Background: an optimization exercise with open tools, aiming at small area, a short achievable clock period and few clock cycles per item. Do not read the settings as production practice. No run shown here included a check of the RTL's function; only the layout flow was run. Power and IR drop assume default switching activity.

===== flow/config.mk =====
export PLATFORM = sky130hd
export DESIGN_NAME = ordered_list_engine_top
export DESIGN_NICKNAME = ordered_list_engine_top
export VERILOG_FILES = /design/flow/design.v
export SDC_FILE = /design/flow/constraint.sdc
export NUM_CORES = 4
export LEC_CHECK = 0
export CAP_MARGIN = 20
export CORE_MARGIN = 2
export CORE_UTILIZATION = 30
export SLEW_MARGIN = 20

===== flow/constraint.sdc =====
create_clock -name core_clock -period 7.0 [get_ports {clk}]
set_input_delay 1.4000 -clock core_clock [delete_from_list [all_inputs] [get_ports {clk}]]
set_output_delay 1.4000 -clock core_clock [all_outputs]
set_load 0.01 [all_outputs]

===== flow/design.v =====
package ole_pkg;
    localparam int CAPACITY   = 16;
    localparam int DATA_WIDTH = 32;
    localparam int IDX_W      = (CAPACITY > 1) ? $clog2(CAPACITY) : 1;
    localparam int CNT_W      = $clog2(CAPACITY + 1);
    localparam int KIND_W     = 3;
    localparam int KEY_W      = 32;
    localparam int VALUE_W    = 32;
    localparam int INDEX_W    = 4;
    localparam int STATUS_W   = 2;
    localparam int POSITION_W = 4;
    localparam int RDATA_W    = 32;
    localparam int COUNT_W    = 5;
    localparam int CMP_W      = INDEX_W + CNT_W;
    typedef enum logic [KIND_W-1:0] {
        KIND_APPEND  = 3'd0,
        KIND_PREPEND = 3'd1,
        KIND_FIND    = 3'd2,
        KIND_DELETE  = 3'd3,
        KIND_INSERT  = 3'd4,
        KIND_READ    = 3'd5,
        KIND_WRITE   = 3'd6
    } kind_t;
    typedef enum logic [STATUS_W-1:0] {
        ST_OK    = 2'd0,
        ST_MISS  = 2'd1,
        ST_FULL  = 2'd2,
        ST_RANGE = 2'd3
    } status_t;
    typedef enum logic [1:0] {
        CELL_HOLD       = 2'd0,
        CELL_LOAD       = 2'd1,
        CELL_TAKE_LOWER = 2'd2,
        CELL_TAKE_UPPER = 2'd3
    } cell_op_t;
    typedef enum logic [1:0] {
        MODE_HOLD  = 2'd0,
        MODE_LOAD  = 2'd1,
        MODE_OPEN  = 2'd2,
        MODE_CLOSE = 2'd3
    } chain_mode_t;
    typedef struct packed {
        chain_mode_t            mode;
        logic [IDX_W-1:0]       pos;
    } chain_cmd_t;
    typedef struct packed {
        logic                   hit;
        logic [IDX_W-1:0]       hit_pos;
    } match_info_t;
endpackage
import ole_pkg::*;
module ole_cell (
    input  logic                            clk,
    input  logic                            we,
    input  logic [ole_pkg::DATA_WIDTH-1:0]  value,
    input  logic [ole_pkg::DATA_WIDTH-1:0]  key,
    output logic [ole_pkg::DATA_WIDTH-1:0]  entry,
    output logic                            match
);
    logic [DATA_WIDTH-1:0] entry_reg;
    always_ff @(posedge clk)
    begin
        if (we)
            entry_reg <= value;
    end
    assign match = (entry_reg == key);
    assign entry = entry_reg;
endmodule
import ole_pkg::*;
module ole_chain (
    input  logic                            clk,
    input  logic                            rst_n,
    input  ole_pkg::chain_cmd_t             cmd,
    input  logic [CAPACITY-1:0]             sel,       
    output logic [CAPACITY*IDX_W-1:0]       slots
);
    logic [IDX_W-1:0] pos_slot [CAPACITY];
    logic [IDX_W-1:0] pos_next [CAPACITY];
    logic [IDX_W-1:0] sel_slot;
    logic [CAPACITY-1:0] ge;
    always_comb
    begin
        sel_slot = '0;
        for (int p = 0; p < CAPACITY; p++)
            sel_slot = sel_slot | (sel[p] ? pos_slot[p] : '0);
    end
    always_comb
    begin
        ge[0] = sel[0];
        for (int p = 1; p < CAPACITY; p++)
            ge[p] = ge[p-1] | sel[p];
    end
    always_comb
    begin
        for (int p = 0; p < CAPACITY; p++)
        begin
            pos_next[p] = pos_slot[p];
            case (cmd.mode)
                MODE_OPEN:
                    if (sel[p])
                        pos_next[p] = pos_slot[CAPACITY-1];
                    else if (ge[p] && p > 0)
                        pos_next[p] = pos_slot[(p > 0) ? p-1 : 0];
                MODE_CLOSE:
                    if (p == CAPACITY - 1)
                    begin
                        if (ge[p])
                            pos_next[p] = sel_slot;
                    end
                    else if (ge[p])
                        pos_next[p] = pos_slot[(p < CAPACITY-1) ? p+1 : p];
                default: ;
            endcase
        end
    end
    always_ff @(posedge clk or negedge rst_n)
    begin
        if (!rst_n)
        begin
            for (int p = 0; p < CAPACITY; p++)
                pos_slot[p] <= IDX_W'(p);
        end
        else
        begin
            for (int p = 0; p < CAPACITY; p++)
                pos_slot[p] <= pos_next[p];
        end
    end
    always_comb
    begin
        for (int p = 0; p < CAPACITY; p++)
            slots[p*IDX_W +: IDX_W] = pos_slot[p];
    end
endmodule
import ole_pkg::*;
module ordered_list_engine_top (
    input  logic                            clk,
    input  logic                            rst_n,
    input  logic                            start,
    output logic                            busy,
    input  logic [ole_pkg::KIND_W-1:0]      kind,
    input  logic [ole_pkg::KEY_W-1:0]       key,
    input  logic [ole_pkg::VALUE_W-1:0]     value,
    input  logic [ole_pkg::INDEX_W-1:0]     index,
    output logic                            done,
    output logic [ole_pkg::STATUS_W-1:0]    status,
    output logic [ole_pkg::POSITION_W-1:0]  position,
    output logic [ole_pkg::RDATA_W-1:0]     read_data,
    output logic [ole_pkg::COUNT_W-1:0]     count
);
    logic                   v1;
    logic [KIND_W-1:0]      kind1;
    logic [DATA_WIDTH-1:0]  key1;
    logic [DATA_WIDTH-1:0]  value1;
    logic [IDX_W-1:0]       idx1;
    logic [CAPACITY-1:0]    m1;         
    logic [CNT_W-1:0]       cnt_reg;
    logic [CNT_W-1:0]       cnt_next;
    logic [CAPACITY*IDX_W-1:0] slots;
    logic [DATA_WIDTH-1:0]  entry_q [CAPACITY];
    logic [CAPACITY-1:0]    match;
    logic [CAPACITY-1:0]    we;
    logic                   done_reg;
    ole_pkg::status_t       status_reg;
    ole_pkg::status_t       status_next;
    logic [IDX_W-1:0]       pos_reg;
    logic [IDX_W-1:0]       pos_next;
    logic [RDATA_W-1:0]     rdata_reg;
    logic [RDATA_W-1:0]     rdata_next;
    assign busy = 1'b0;
    logic                   full;
    logic                   idx_ok;
    logic [IDX_W-1:0]       top_slot;
    logic [IDX_W-1:0]       idx_slot;
    logic [CAPACITY-1:0]    live;
    logic [CAPACITY-1:0]    pm;
    logic [CAPACITY-1:0]    first;
    logic                   hit;
    logic [IDX_W-1:0]       hit_pos;
    logic [CAPACITY-1:0]    cnt_hot;
    logic [CAPACITY-1:0]    sel;
    logic                   do_add;
    logic                   do_write;
    logic                   wv_match;
    ole_pkg::chain_cmd_t    cmd;
    assign full     = cnt_reg[CNT_W-1];
    assign idx_ok   = CNT_W'(idx1) < cnt_reg;
    assign top_slot = slots[(CAPACITY-1)*IDX_W +: IDX_W];
    assign idx_slot = slots[idx1*IDX_W +: IDX_W];
    always_comb
    begin
        for (int p = 0; p < CAPACITY; p++)
        begin
            live[p]    = CNT_W'(p) < cnt_reg;
            cnt_hot[p] = CNT_W'(p) == cnt_reg;
            pm[p]      = live[p] && m1[slots[p*IDX_W +: IDX_W]];
        end
    end
    always_comb
    begin
        logic seen;
        seen    = 1'b0;
        hit_pos = '0;
        for (int p = 0; p < CAPACITY; p++)
        begin
            first[p] = pm[p] && !seen;
            seen     = seen || pm[p];
        end
        for (int p = CAPACITY - 1; p >= 0; p--)
            if (pm[p])
                hit_pos = IDX_W'(p);
        hit = seen;
    end
    assign do_add   = v1 && !full && (kind1 == KIND_APPEND || kind1 == KIND_PREPEND ||
                                      kind1 == KIND_INSERT);
    assign do_write = v1 && idx_ok && (kind1 == KIND_WRITE);
    always_comb
    begin
        for (int s = 0; s < CAPACITY; s++)
            we[s] = (do_add && top_slot == IDX_W'(s)) ||
                    (do_write && idx_slot == IDX_W'(s));
    end
    genvar gs;
    generate
        for (gs = 0; gs < CAPACITY; gs++)
        begin : g_slot
            ole_cell u_cell (
                .clk   (clk),
                .we    (we[gs]),
                .value (value1),
                .key   (key),
                .entry (entry_q[gs]),
                .match (match[gs])
            );
        end
    endgenerate
    always_comb
    begin
        cmd.mode    = MODE_HOLD;
        cmd.pos     = '0;
        sel         = '0;
        cnt_next    = cnt_reg;
        status_next = ST_OK;
        pos_next    = '0;
        rdata_next  = '0;
        case (kind1)
            KIND_APPEND:
                if (full)
                    status_next = ST_FULL;
                else
                begin
                    cmd.mode = MODE_OPEN;
                    sel      = cnt_hot;
                    pos_next = IDX_W'(cnt_reg);
                    cnt_next = cnt_reg + CNT_W'(1);
                end
            KIND_PREPEND:
                if (full)
                    status_next = ST_FULL;
                else
                begin
                    cmd.mode = MODE_OPEN;
                    sel      = CAPACITY'(1);
                    cnt_next = cnt_reg + CNT_W'(1);
                end
            KIND_FIND:
                if (!hit)
                    status_next = ST_MISS;
                else
                begin
                    pos_next   = hit_pos;
                    rdata_next = key1;
                end
            KIND_DELETE:
                if (!hit)
                    status_next = ST_MISS;
                else
                begin
                    cmd.mode = MODE_CLOSE;
                    sel      = first;
                    pos_next = hit_pos;
                    cnt_next = cnt_reg - CNT_W'(1);
                end
            KIND_INSERT:
                if (!hit)
                    status_next = ST_MISS;
                else if (full)
                    status_next = ST_FULL;
                else
                begin
                    cmd.mode = MODE_OPEN;
                    sel      = first;
                    pos_next = hit_pos;
                    cnt_next = cnt_reg + CNT_W'(1);
                end
            KIND_READ:
                if (!idx_ok)
                    status_next = ST_RANGE;
                else
                begin
                    pos_next   = idx1;
                    rdata_next = entry_q[idx_slot];
                end
            KIND_WRITE:
                if (!idx_ok)
                    status_next = ST_RANGE;
                else
                    pos_next = idx1;
            default:
                status_next = ST_OK;
        endcase
        if (!v1)
        begin
            cmd.mode = MODE_HOLD;
            cnt_next = cnt_reg;
        end
    end
    ole_chain u_chain (
        .clk   (clk),
        .rst_n (rst_n),
        .cmd   (cmd),
        .sel   (sel),
        .slots (slots)
    );
    assign wv_match = (value1 == key);
    always_ff @(posedge clk)
    begin
        kind1  <= kind;
        key1   <= key;
        value1 <= value;
        idx1   <= IDX_W'(index);
        for (int s = 0; s < CAPACITY; s++)
            m1[s] <= we[s] ? wv_match : match[s];
    end
    always_ff @(posedge clk or negedge rst_n)
    begin
        if (!rst_n)
        begin
            v1       <= 1'b0;
            cnt_reg  <= '0;
            done_reg <= 1'b0;
        end
        else
        begin
            v1       <= start;
            cnt_reg  <= cnt_next;
            done_reg <= v1;
        end
    end
    always_ff @(posedge clk)
    begin
        status_reg <= status_next;
        pos_reg    <= pos_next;
        rdata_reg  <= rdata_next;
    end
    assign done      = done_reg;
    assign status    = status_reg;
    assign position  = POSITION_W'(pos_reg);
    assign read_data = rdata_reg;
    assign count     = COUNT_W'(cnt_reg);
endmodule

===== flow/run.sh =====
#!/bin/bash
# synth_recipe.tcl (not shown) runs the flow's synth.tcl, then flattens the netlist and writes it again
# the make line also repeats each setting of config.mk as NAME=value (left out here)
make -C /OpenROAD-flow-scripts/flow DESIGN_CONFIG=/design/flow/config.mk WORK_HOME=/design/flow/orfs CLKGATE_MAP_FILE= SYNTH_SCRIPT=/design/flow/synth_recipe.tcl finish

==> results of run 1 <==
## worst paths after layout
| kind | end | cells past startpoint |
|---|---|---|
| min reg2reg | rdata_reg[24] | 2 |
| max in group asynchronous | u_chain.pos_slot[8][0] | 1 |
| max | g_slot[2].u_cell.entry_reg[7] | 8 |
| min in group asynchronous | cnt_reg[3] | 1 |
| max reg2reg | g_slot[2].u_cell.entry_reg[7] | 8 |
| min | rdata_reg[24] | 2 |
## layer usage
metal,track usage [%],share of wire [%],vias to the layer above
li1,-,-,11404
met1,32.65,38,14111
met2,37.17,43,2160
met3,5.943,12,436
met4,14.15,7.0,4
met5,0,0.012,-
## worst max-delay path: cells and delay by family, from the launching register on
| kind | cells | cell delay (ns) |
|---|---|---|
| and+or+nand+nor | 2 | 0.73 |
| muxes | 2 | 1.24 |
| buffers and inverters | 3 | 1.22 |
| AOI/OAI and AO/OA | 1 | 0.65 |
| DFF | 1 | 1.03 |
## cell families after synthesis
group / count (synthesis) / share of synthesized area (%)
AO/OA/AOI/OAI: 516 / 10.77
XOR/XNOR: 547 / 13.10
adder cells (fa/ha/maj): 8 / 0.2736
buffers and inverters: 279 / 3.112
flip-flops: 708 / 53.83
multiplexers: 240 / 9.132
other: 1 / 0.01025
AND/OR/NAND/NOR: 674 / 9.771
## report_power, final
part	switching, mW	internal [mW]
logic	1.14	0.577
registers	0.258	4.66
clock network	1.83	2.45
total	3.23	7.69
## metrics by stage
stage                     util [%]  power, mW  instance area (sq um)  worst slack (ns)
after floorplan                  -      5.848                  36580             1.609
after global placement       32.80      6.667                  39820             2.025
after detailed placement     32.80      6.664                  39820             1.894
after CTS                    34.98      10.90                  42460             1.862
after global routing         34.98      11.19                  42470             1.597
final                        34.99      10.93                  42470             1.736
## placed cells by master, fill, tap and decap left out, types with 13 or more instances in the layout
cell type / count
clkbuf_8: 16
nand3_1: 51
a31oi_1: 18
mux2i_1: 102
a22o_1: 69
buf_4: 81
xnor2_1: 546
a21oi_1: 38
mux2_2: 55
nor4_1: 43
mux2_1: 13
o221ai_1: 33
nand2_1: 211
nor2_1: 55
clkbuf_1: 28
clkdlybuf4s50_1: 115
edfxtp_1: 512
inv_1: 35
mux4_2: 64
nor3_1: 20
nand4_1: 178
a22oi_1: 110
nand2b_1: 21
clkbuf_16: 82
o21ai_0: 69
dfstp_2: 32
a221oi_1: 66
dfxtp_1: 125
dfrtp_1: 39
## cell type report
class	instances	area, sq um
antenna	3	7.507
clock buffer	126	2377
clock inverter	21	261.5
fill	11935	78920
inverter	35	131.4
multi-input combinational	1986	16150
sequential	708	19690
tap	1625	2033
timing repair buffer	200	1824
==> reports/summary.md, run 1 <==
### Status
• run status: no timing/DRC/antenna violations

### Detailed routing
• Initial DRT Pass Iterations: 7
• via count normalized by instance count: 5.977
• Post-route DRC: 0
• DRT Wirelength: 159.3 mm
• residual antenna-violating net count after detailed routing: 0
• routed via count: 28115
• Routed wire per std cell: 33.86 um
• drt first-iter violations: 4657

### Worst setup path
• Slowest cell on crit path: dfxtp_1
• arrival time at the worst endpoint: 5.60 ns
• Worst Path Class, Setup: flip-flop to flip-flop
• data required time at the worst endpoint: 7.34 ns
• r2r setup slk: 1.74 ns
• R2R Path Start: idx1[0]
• CP Cell Sequence: mux4_2, mux4_2, nand2b_1, nor3_2, buf_4, inv_1, o22ai_4, buf_4
• worst setup path startpoint: idx1[0]
• Critical Path Source Type: flip-flop
• Max stage delay on crit path: 1.03 ns
• kind of end point of the critical path: flip-flop
• maximum fanout along the worst path: 33

### STA
• accumulated negative setup slack: 0 ns
• RSZ-0062 raised after global routing: no
• Hold Worst Slack: 0.4135 ns
• worst-case headroom to the max-slew limit: 14.39%
• Max Freq: 190.0 MHz
• final critical path time including I/O delays and setup: 5.264 ns
• setup violators final: 0
• final worst path period share: 75.19%
• Layout Skew: 0.03337 ns
• Fin. Hold Viols: 0
• number of max-slew violations in the final report: 0
• measured slew at the worst slew-check pin: 1.275 ns

### Floorplanning
• full die area: 124800 sq um
• Core Box Area: 121400 sq um
• io pins: 119
• placement row count: 128
• die boundary width: 353.2 um
• die outline height: 353.2 um
• Starting Density: 30.14%

### GRT
• via count of the first global-routing pass: 26479
• first-pass GRT wire length: 219.8 mm
• number of antenna violations at the first check in global routing: 5
• GRT overflow: 0
• maximum number of pins on one net before global-route repair: 72
• global router's overall resource usage: 24.78%

### Hold path
• start point of the worst min-delay path: key1[24]
• Tightest Hold Check Type: flip-flop to flip-flop

### Final layout
• number of nets in the finished design: 3092
• fin cells: 4704
• Area Overhead vs Synth: 16.10%
• number of flip-flops under the largest register name: 512
• fraction of layout cells with a size suffix above 1: 13.98%

### Logic synthesis
• synthesis warning total: 6
• cell area after technology mapping: 36580 sq um
• leading area contributor after synthesis: edfxtp_1
• most instantiated flip-flop cell in the synthesis netlist: edfxtp_1
• count of distinct cell types in the synthesized netlist: 99
• top-count cell post-synth: xnor2_1
• top cells by instance count after synthesis: xnor2_1 (546), edfxtp_1 (512), nand2_1 (211)
• count of mapped cells out of synthesis: 2973
• average footprint of a synthesized cell: 12.31 sq um
• async set or reset register ratio after synthesis: 10.03%
• number of flip-flops and latches in the synthesized netlist: 708
• post-synth top area share: 42.03%
• biggest area contributors in the synthesized netlist: edfxtp_1 (42%), xnor2_1 (13%), dfxtp_1 (6.8%)
• number of flops mapped to enable cells by yosys: 512
• net count after synthesis: 3055
• sequential element share of the synthesized area: 53.83%

### Flow run
• max-cap viol count: 0

### Clock tree
• clock tree from TritonCTS: built
• number of buffers added to fix hold violations after cts: 0
• clock transition at the register clock pins on the worst setup and hold paths after CTS: 0.06 ns
• maximum number of buffers from clock root to sink: 3
• clock sink total: 708
• Resized Gates After CTS: 0
• H-tree depth: 3
• TritonCTS Buffers: 79
• Clock Root Buffer: clkbuf_16
• worst skew pair latency: 0.71 ns
• Post-CTS Setup Inserts: 0

### Power
• total power per unit cell area: 257.3 nW/um^2
• VDD IR-drop max: 201.2 uV
• static leakage power: 13.08 nW

### Place
• DP HPWL: 110.3 mm
• DP Cell Count: 4554
• final estimated routing congestion in global placement: 1.033
• port buffer count: 117

==> run 2, diff against run 1 <==
--- a/flow/config.mk
+++ b/flow/config.mk
@@ -8,4 +8,5 @@
 export CAP_MARGIN = 20
 export CORE_MARGIN = 2
 export CORE_UTILIZATION = 30
+export SETUP_SLACK_MARGIN = 3.5
 export SLEW_MARGIN = 20
==> reports/summary.md, run 2 <==
### Power
• P_int: 8.161 mW, was 7.693 mW
• Switch Pwr: 3.527 mW, was 3.235 mW
• static leakage power: 14.94 nW, was 13.08 nW
• fraction of power consumed by combinational cells: 20.2%, was 15.8%
• total power per unit cell area: 250.5 nW/um^2, was 257.3 nW/um^2
• Flop pwr share: 42.1%, was 45.0%
• post-layout total power: 11.69 mW, was 10.93 mW
• VDD IR-drop max: 214.8 uV, was 201.2 uV
• Clk network pwr share: 37.7%, was 39.2%
• Switching Fraction: 30.18%, was 29.60%

### GRT
• via count of the first global-routing pass: 28450, was 26479
• number of antenna violations at the first check in global routing: 13, was 5
• global router's overall resource usage: 26.65%, was 24.78%
• first-pass GRT wire length: 234.5 mm, was 219.8 mm
• GRT overflow: 0, unchanged
• maximum number of pins on one net before global-route repair: 83, was 72

### Final layout
• most common library cell in the layout ignoring fill and taps: xnor2_1, unchanged
• fraction of layout cells with a size suffix above 1: 26.39%, was 13.98%
• top library cells by usage in the layout, fill and taps aside: xnor2_1 (535), edfxtp_1 (512), buf_4 (211), nand4_1 (178), nand2_1 (162), was xnor2_1 (546), edfxtp_1 (512), nand2_1 (211), nand4_1 (178), dfxtp_1 (125)
• Area Overhead vs Synth: 27.55%, was 16.10%
• number of nets in the finished design: 3325, was 3092
• fill cell count: 11527, was 11935
• number of flip-flops under the largest register name: 512, unchanged
• fin cells: 4941, was 4704

### Logic synthesis
• async set or reset register ratio after synthesis: 10.03%, unchanged
• sequential element share of the synthesized area: 53.83%, unchanged
• leading area contributor after synthesis: edfxtp_1, unchanged
• net count after synthesis: 3055, unchanged
• most instantiated flip-flop cell in the synthesis netlist: edfxtp_1, unchanged
• cell area after technology mapping: 36580 sq um, unchanged
• average footprint of a synthesized cell: 12.31 sq um, unchanged
• number of flops mapped to enable cells by yosys: 512, unchanged
• top cells by instance count after synthesis: xnor2_1 (546), edfxtp_1 (512), nand2_1 (211), unchanged
• number of flip-flops and latches in the synthesized netlist: 708, unchanged
• biggest area contributors in the synthesized netlist: edfxtp_1 (42%), xnor2_1 (13%), dfxtp_1 (6.8%), unchanged
• count of distinct cell types in the synthesized netlist: 99, unchanged
• count of mapped cells out of synthesis: 2973, unchanged
• post-synth top area share: 42.03%, unchanged
• top-count cell post-synth: xnor2_1, unchanged
• synthesis warning total: 6, unchanged

### Worst setup path
• maximum fanout along the worst path: 5, was 33
• arrival time at the worst endpoint: 4.38 ns, was 5.60 ns
• Critical Path Source Type: flip-flop, unchanged
• data required time at the worst endpoint: 7.57 ns, was 7.34 ns
• CP Cell Sequence: mux4_2, nand2b_1, and4b_1, a41o_4, or3_4, o41ai_4, a21oi_2, o21ai_4, buf_12, buf_12, a31o_2, mux2_2, was mux4_2, mux4_2, nand2b_1, nor3_2, buf_4, inv_1, o22ai_4, buf_4
• Worst path top cell family by delay: compound AO/OA/AOI/OAI gates, was multiplexers
• Worst Path Class, Setup: flip-flop to flip-flop, unchanged
• Max stage delay on crit path: 0.64 ns, was 1.03 ns
• kind of end point of the critical path: flip-flop, unchanged
• Slowest cell on crit path: dfstp_4, was dfxtp_1
• count of buffering cells on the critical path with inverters included: 2, was 3
• Crit path top cell by count: buf_12

### STA
• final worst path period share: 54.40%, was 75.19%
• Fin. Hold Viols: 0, unchanged
• Max Freq: 262.6 MHz, was 190.0 MHz
• accumulated negative setup slack: 0 ns, unchanged
• final critical path time including I/O delays and setup: 3.808 ns, was 5.264 ns
• RSZ-0062 raised after global routing: yes, was no
• number of max-slew violations in the final report: 0, unchanged
• Layout Skew: 0.04342 ns, was 0.03337 ns
• worst-case headroom to the max-slew limit: 9.154%, was 14.39%
• measured slew at the worst slew-check pin: 1.361 ns, was 1.275 ns
• setup violators final: 0, unchanged

### Detailed routing
• Routed wire per std cell: 35.81 um, was 33.86 um
• Post-route DRC: 0, unchanged
• Initial DRT Pass Iterations: 6, was 7
• drt first-iter violations: 5229, was 4657
• residual antenna-violating net count after detailed routing: 0, unchanged
• DRT Wirelength: 176.9 mm, was 159.3 mm
• via count normalized by instance count: 6.187, was 5.977
• routed via count: 30569, was 28115

### Place
• DP Cell Count: 4568, was 4554
• port buffer count: 117, unchanged
• DP HPWL: 111.0 mm, was 110.3 mm
• final estimated routing congestion in global placement: 1.056, was 1.033

### Floorplanning
• Starting Density: 30.14%, unchanged
• Core Box Area: 121400 sq um, unchanged
• placement row count: 128, unchanged
• die boundary width: 353.2 um, unchanged
• full die area: 124800 sq um, unchanged
• die outline height: 353.2 um, unchanged
• io pins: 119, unchanged

### Status
• run status: no timing/DRC/antenna violations, unchanged

### Clock tree
• TritonCTS Buffers: 79, unchanged
• H-tree depth: 3, unchanged
• clock sink total: 708, unchanged
• number of buffers added to fix hold violations after cts: 0, unchanged
• Clock Root Buffer: clkbuf_16, unchanged
• clock tree from TritonCTS: built, unchanged
• maximum number of buffers from clock root to sink: 3, unchanged
• clock transition at the register clock pins on the worst setup and hold paths after CTS: 0.06 ns, about the same
• worst skew pair latency: 0.67 ns, was 0.71 ns

### Hold path
• Tightest Hold Check Type: flip-flop to flip-flop, unchanged

### Flow run
• max-cap viol count: 0, unchanged

run 2: cell types whose count changed in the layout (fill, tap and decap cells not counted), moves of 15 or more:
cell,before,now
o221ai_2,0,15
nand2_2,0,31
nand2_1,211,162
buf_12,3,31
dfxtp_1,125,108
mux2_4,4,43
buf_4,81,211
dfrtp_1,39,19
mux2_2,55,28
buf_6,0,24
nand2_4,0,16
dfrtp_2,0,18
buf_8,0,18
o221ai_1,33,18
run 2: final cells by class:
class,instances,area [sq um],share of cell area (%)
clock buffers,108,2188,4.690
well taps,1625,2033,4.357
multi-input cells,1995,17470,37.45
repair buffers,424,4494,9.632
clock inverters,38,524.3,1.124
inverters,35,140.1,0.3003
diodes,8,20.02,0.04290
flip-flops and latches,708,19790,42.41
run 2: cell families (layout without fill, tap and decap cells):
logic type / after synthesis / count (layout) / share of synthesized area [%]
flops: 708 / 708 / 53.83
xor+xnor: 547 / 547 / 13.10
compound gates: 516 / 516 / 10.77
simple gates: 674 / 683 / 9.771
other cells: 1 / 9 / 0.01025
mux: 240 / 240 / 9.132
fa+ha+maj: 8 / 8 / 0.2736
buf+inv: 279 / 605 / 3.112
run 2: path summary, 6_finish.rpt:
| kind | startpoint | end | slack (ns) | cells past startpoint |
|---|---|---|---|---|
| max | u_chain.pos_slot[5][0] | u_chain.pos_slot[7][2] | 3.19 | 12 |
| min | key1[11] | rdata_reg[11] | 0.42 | 2 |
| max reg2reg | u_chain.pos_slot[5][0] | u_chain.pos_slot[7][2] | 3.19 | 12 |
| min reg2reg | key1[11] | rdata_reg[11] | 0.42 | 2 |
| max in group asynchronous | rst_n | u_chain.pos_slot[4][0] | 5.32 | 1 |
| min in group asynchronous | rst_n | v1 | 0.91 | 1 |
run 2: through the flow:
stage | util [%] | hold WS (ns) | area (sq um) | setup slack, ns
6_report | 38.44 | 0.4174 | 46660 | 3.192
5_1_grt | 38.42 | 0.4398 | 46640 | 3.110
3_5_place_dp | 33.14 | 0.3968 | 40230 | 1.929
2_1_floorplan | - | 0.3918 | 37250 | 3.327
4_1_cts | 37.43 | 0.4050 | 45430 | 3.254
3_3_place_gp | 33.06 | 0.3959 | 40130 | 1.885
run 2: layer usage:
| layer | vias up | global-route usage, % | part of all wire [%] |
|---|---|---|---|
| li1 | 11901 | - | - |
| met1 | 15017 | 33.17 | 35 |
| met2 | 2865 | 39.29 | 41 |
| met3 | 768 | 9.194 | 15 |
| met4 | 18 | 17.15 | 9.0 |
| met5 | - | 0 | 0.12 |
run 2: worst min-delay path: stages, from the launching register on:
cell and delay (ns):
dfxtp_1 0.30, nand2_1 0.04, nand2_1 0.05
run 2: power groups by stage:
stage / combinational [mW] / clock [mW] / sequential (mW)
3_3_place_gp: 1.63 / 0 / 5.04
3_5_place_dp: 1.64 / 0 / 5.04
2_1_floorplan: 1.07 / 0 / 4.86
6_report: 2.36 / 4.40 / 4.92
5_1_grt: 2.40 / 4.58 / 4.93
4_1_cts: 2.04 / 4.43 / 4.91
run 2: what timing repair did:
item / CTS / global route
setup endpoints to repair: 634 / 557
buffers inserted: 151 / 37
gates resized for setup: 246 / 142
cloned: 14 / 16
pin swaps: 64 / 69

## afterwards: timing with drivers on the ports
Ports are ideal in the flow. The routed layouts listed here were re-timed in OpenROAD. Step 1: set_driving_cell puts a clkbuf_16 on clk and a buf_2 on each other input, an assumption about the parent block. Step 2 adds t to the input delays and takes it off the output delays; t is the mean of the earliest and latest rising clock arrival at the registers after step 1. Input paths then give back, and output paths get back, about the clock's delay inside the block. a / b / c = ideal ports / drivers / drivers and shift; a / b = the first two.
run	t, ns	setup WS [ns]	slew at the worst register clock pin (ns)
run 1	0.760	1.736 / 1.736 / 1.736	0.07 / 0.07
run 2	0.726	3.192 / 3.192 / 2.620	0.08 / 0.08
After both steps setup and hold are still met in every run listed. The setup slack of run 2, which loses most, moves by 0.000 ns with the drivers and by -0.572 ns with both steps.
